This is an optimization exercise on Yosys and OpenROAD, whose aim is small area, a short achievable clock period and few clock cycles per item, not a production implementation.
In this exercise RTL edits were held to simulation tests only and were not proved equivalent to the original.
Power figures rest on the tool's default switching activity, not on a simulated workload.

yarrow:
## cube_move_engine
module cube_move_engine (
    input  logic                  clock,
    input  logic                  rst,
    input  move_pkg::move_list_t  moves_input,
    input  logic                  new_moves_ready,
    input  cube_pkg::cube_state_t cubestate_input,
    output cube_pkg::cube_state_t cubestate_updated,
    output logic                  state_updated
);
Settings: LEC_CHECK=0, CAP_MARGIN=20, CORE_MARGIN=2, CORE_UTILIZATION=40, SETUP_SLACK_MARGIN=2.5, SLEW_MARGIN=20, BUFFER_PORTS_ARGS=-buffer_cell sky130_fd_sc_hd__buf_1; clock period 5.0 ns.
standard.sh (not shown) runs the stock make flow with config.mk's settings and CLKGATE_MAP_FILE= SYNTH_SCRIPT=/design/flow/synth_recipe.tcl, a recipe that flattens the netlist after the stock synthesis.
==> flow/flow/run.sh <==
#!/bin/bash
# The standard layout, with the ports buffered by the smallest buffer (buf_1) instead of
# the clkdlybuf4s50_1 that buffer_ports picks by default; the resizer still upsizes any
# port buffer that timing needs. Everything else is standard.sh unchanged.
set -euo pipefail
echo 'export BUFFER_PORTS_ARGS = -buffer_cell sky130_fd_sc_hd__buf_1' >> config.mk
bash standard.sh > standard_flow.log 2>&1
yarrow reached the final stage; the timing, design-rule and antenna checks on its layout passed.
Testbench counts of yarrow, summed over its fixed seeds: cycles 5,878, items 320.
Setup changes, yarrow to lagoon
# yarrow
export LEC_CHECK = 0
export CAP_MARGIN = 20
export CORE_MARGIN = 2
export CORE_UTILIZATION = 40
export SETUP_SLACK_MARGIN = 2.5
export SLEW_MARGIN = 20
export BUFFER_PORTS_ARGS = -buffer_cell sky130_fd_sc_hd__buf_1
create_clock -name core_clock -period 5.0 [get_ports {clock}]
# lagoon
export LEC_CHECK = 0
export CAP_MARGIN = 20
export CORE_MARGIN = 2
export CORE_UTILIZATION = 50
export CTS_CLUSTER_DIAMETER = 80
export CTS_CLUSTER_SIZE = 20
export SETUP_SLACK_MARGIN = 2.5
export SLEW_MARGIN = 20
export BUFFER_PORTS_ARGS = -buffer_cell sky130_fd_sc_hd__buf_1
create_clock -name core_clock -period 5.0 [get_ports {clock}]
==> comparison <==
- On multi-input gate count, yarrow tracks lagoon almost exactly.
- lagoon vs. yarrow: global routing usage on met2 went up by 7.1 points.
- Wire length, yarrow and lagoon, higher one = yarrow.
- Combined area of the multi-input logic cells ended up 1.0% higher on lagoon than on yarrow.
- Critical path depth came out exactly the same in yarrow and lagoon.
- Going from yarrow to lagoon, fraction of power consumed by combinational cells grows by 4.4 points.
- lagoon vs yarrow: area fraction of clock buffers and clock inverters down
- Between yarrow and lagoon, total clock buffers created by CTS decreased.
- In the tables for yarrow and lagoon, leakage component of the power reads lower with lagoon.
- In the flow results for yarrow and lagoon, the die footprint is larger on yarrow.

cube_move_engine again, from the RTL that the note above started with.
Settings: LEC_CHECK=0, CAP_MARGIN=20, CORE_MARGIN=2, CORE_UTILIZATION=40, CTS_CLUSTER_DIAMETER=80, CTS_CLUSTER_SIZE=20, SETUP_SLACK_MARGIN=2.7, SLEW_MARGIN=20, BUFFER_PORTS_ARGS=-buffer_cell sky130_fd_sc_hd__buf_1; clock period 5.0 ns.
Scripts as last shown in full above: flow/flow/run.sh
The baseline finished clean.
Testbench counts at the start, summed over its fixed seeds: cycles 5,878, items 320.
Then changed:
CORE_UTILIZATION = 30   (was 40)
CTS_CLUSTER_DIAMETER = not set   (was 80)
CTS_CLUSTER_SIZE = not set   (was 20)
SETUP_SLACK_MARGIN = 2.5   (was 2.7)
What happened: Routed wire length rises by 1.3%. Die area rises by 33%. Final area rises by 1.2%. Worst setup slack got worse by 260 ps. First-iteration DRC count falls by 7.1%. Total power rises by 8.6%. Via count falls by 0.83%. Global-route usage falls by 9.1 points. Final cell count rises by 5.8%. Non-clock buffer count falls by 25. Count of clock-buffer cells in the layout rises by 30.
Then changed:
CORE_UTILIZATION = 40   (was 30)
CTS_CLUSTER_DIAMETER = 80   (was not set)
CTS_CLUSTER_SIZE = 20   (was not set)
Die area falls by 25%.
Maximum frequency climbs by 4.2%.
Routed wire length is lower by 0.90%.
Cell count goes down by 5.7%.
Combinational power barely changes.
Clock skew drops by 15 ps.
Setup slack gains 110 ps.
Synthesized area is unchanged.
Then changed:
CORE_UTILIZATION = 30   (was 40)
Power increases by a few percent. Fmax decreases slightly. Wire length increases slightly. Clock-buffer cell count decreases by 2. Area after synthesis is unchanged.
Then changed:
CORE_UTILIZATION = 40   (was 30)
SETUP_SLACK_MARGIN = 2.9   (was 2.5)
Effect: Hold slack stays flat. Via count grows by about 8%. Setup slack gets better by 230 ps. Final area grows by 17%. Fmax grows by about 10%. Critical path depth grows by 1. Register-to-register slack gets better by 330 ps. Wire length grows by about 10%. Die area shrinks by about 25%. Sequential share of layout area shrinks by 2.7 points. Count of clock-buffer cells in the layout shrinks by 1.

afterwards: timing with drivers on the ports:
How much do the figures lean on ideal ports? The routed layouts below were timed once more, with nothing changed but the port constraints. Step 1: set_driving_cell puts a clkbuf_16 on clock and a buf_2 on each other input, an assumption about the parent block. Step 2 also shifts input and output timing later by t, the mid clock arrival at the registers, as if the neighbouring blocks saw the same clock. Three values: ideal, step 1, step 2; two values: the first two.
| run | t (ns) | slack for setup (ns) | worst hold slack (ns) |
|---|---|---|---|
| yarrow | 0.639 | 2.390 / 2.390 / 1.917 | 0.440 / 0.440 / 0.440 |
| lagoon | 0.637 | 2.337 / 2.319 / 1.847 | 0.460 / 0.460 / 0.460 |
| the first run of note 2 | 0.671 | 2.625 / 2.625 / 2.050 | 0.457 / 0.457 / 0.457 |
| the second run of note 2 | 0.643 | 2.365 / 2.365 / 1.830 | 0.452 / 0.452 / 0.452 |
| the third run of note 2 | 0.652 | 2.473 / 2.416 / 1.913 | 0.457 / 0.457 / 0.457 |
| the fourth run of note 2 | 0.663 | 2.426 / 2.426 / 1.795 | 0.460 / 0.460 / 0.460 |
| the fifth run of note 2 | 0.662 | 2.658 / 2.697 / 2.035 | 0.458 / 0.458 / 0.458 |
After both steps every run listed still meets setup and hold. For the fourth run of note 2, which loses most, drivers alone change the setup slack by 0.000 ns; drivers and shift together by -0.631 ns.
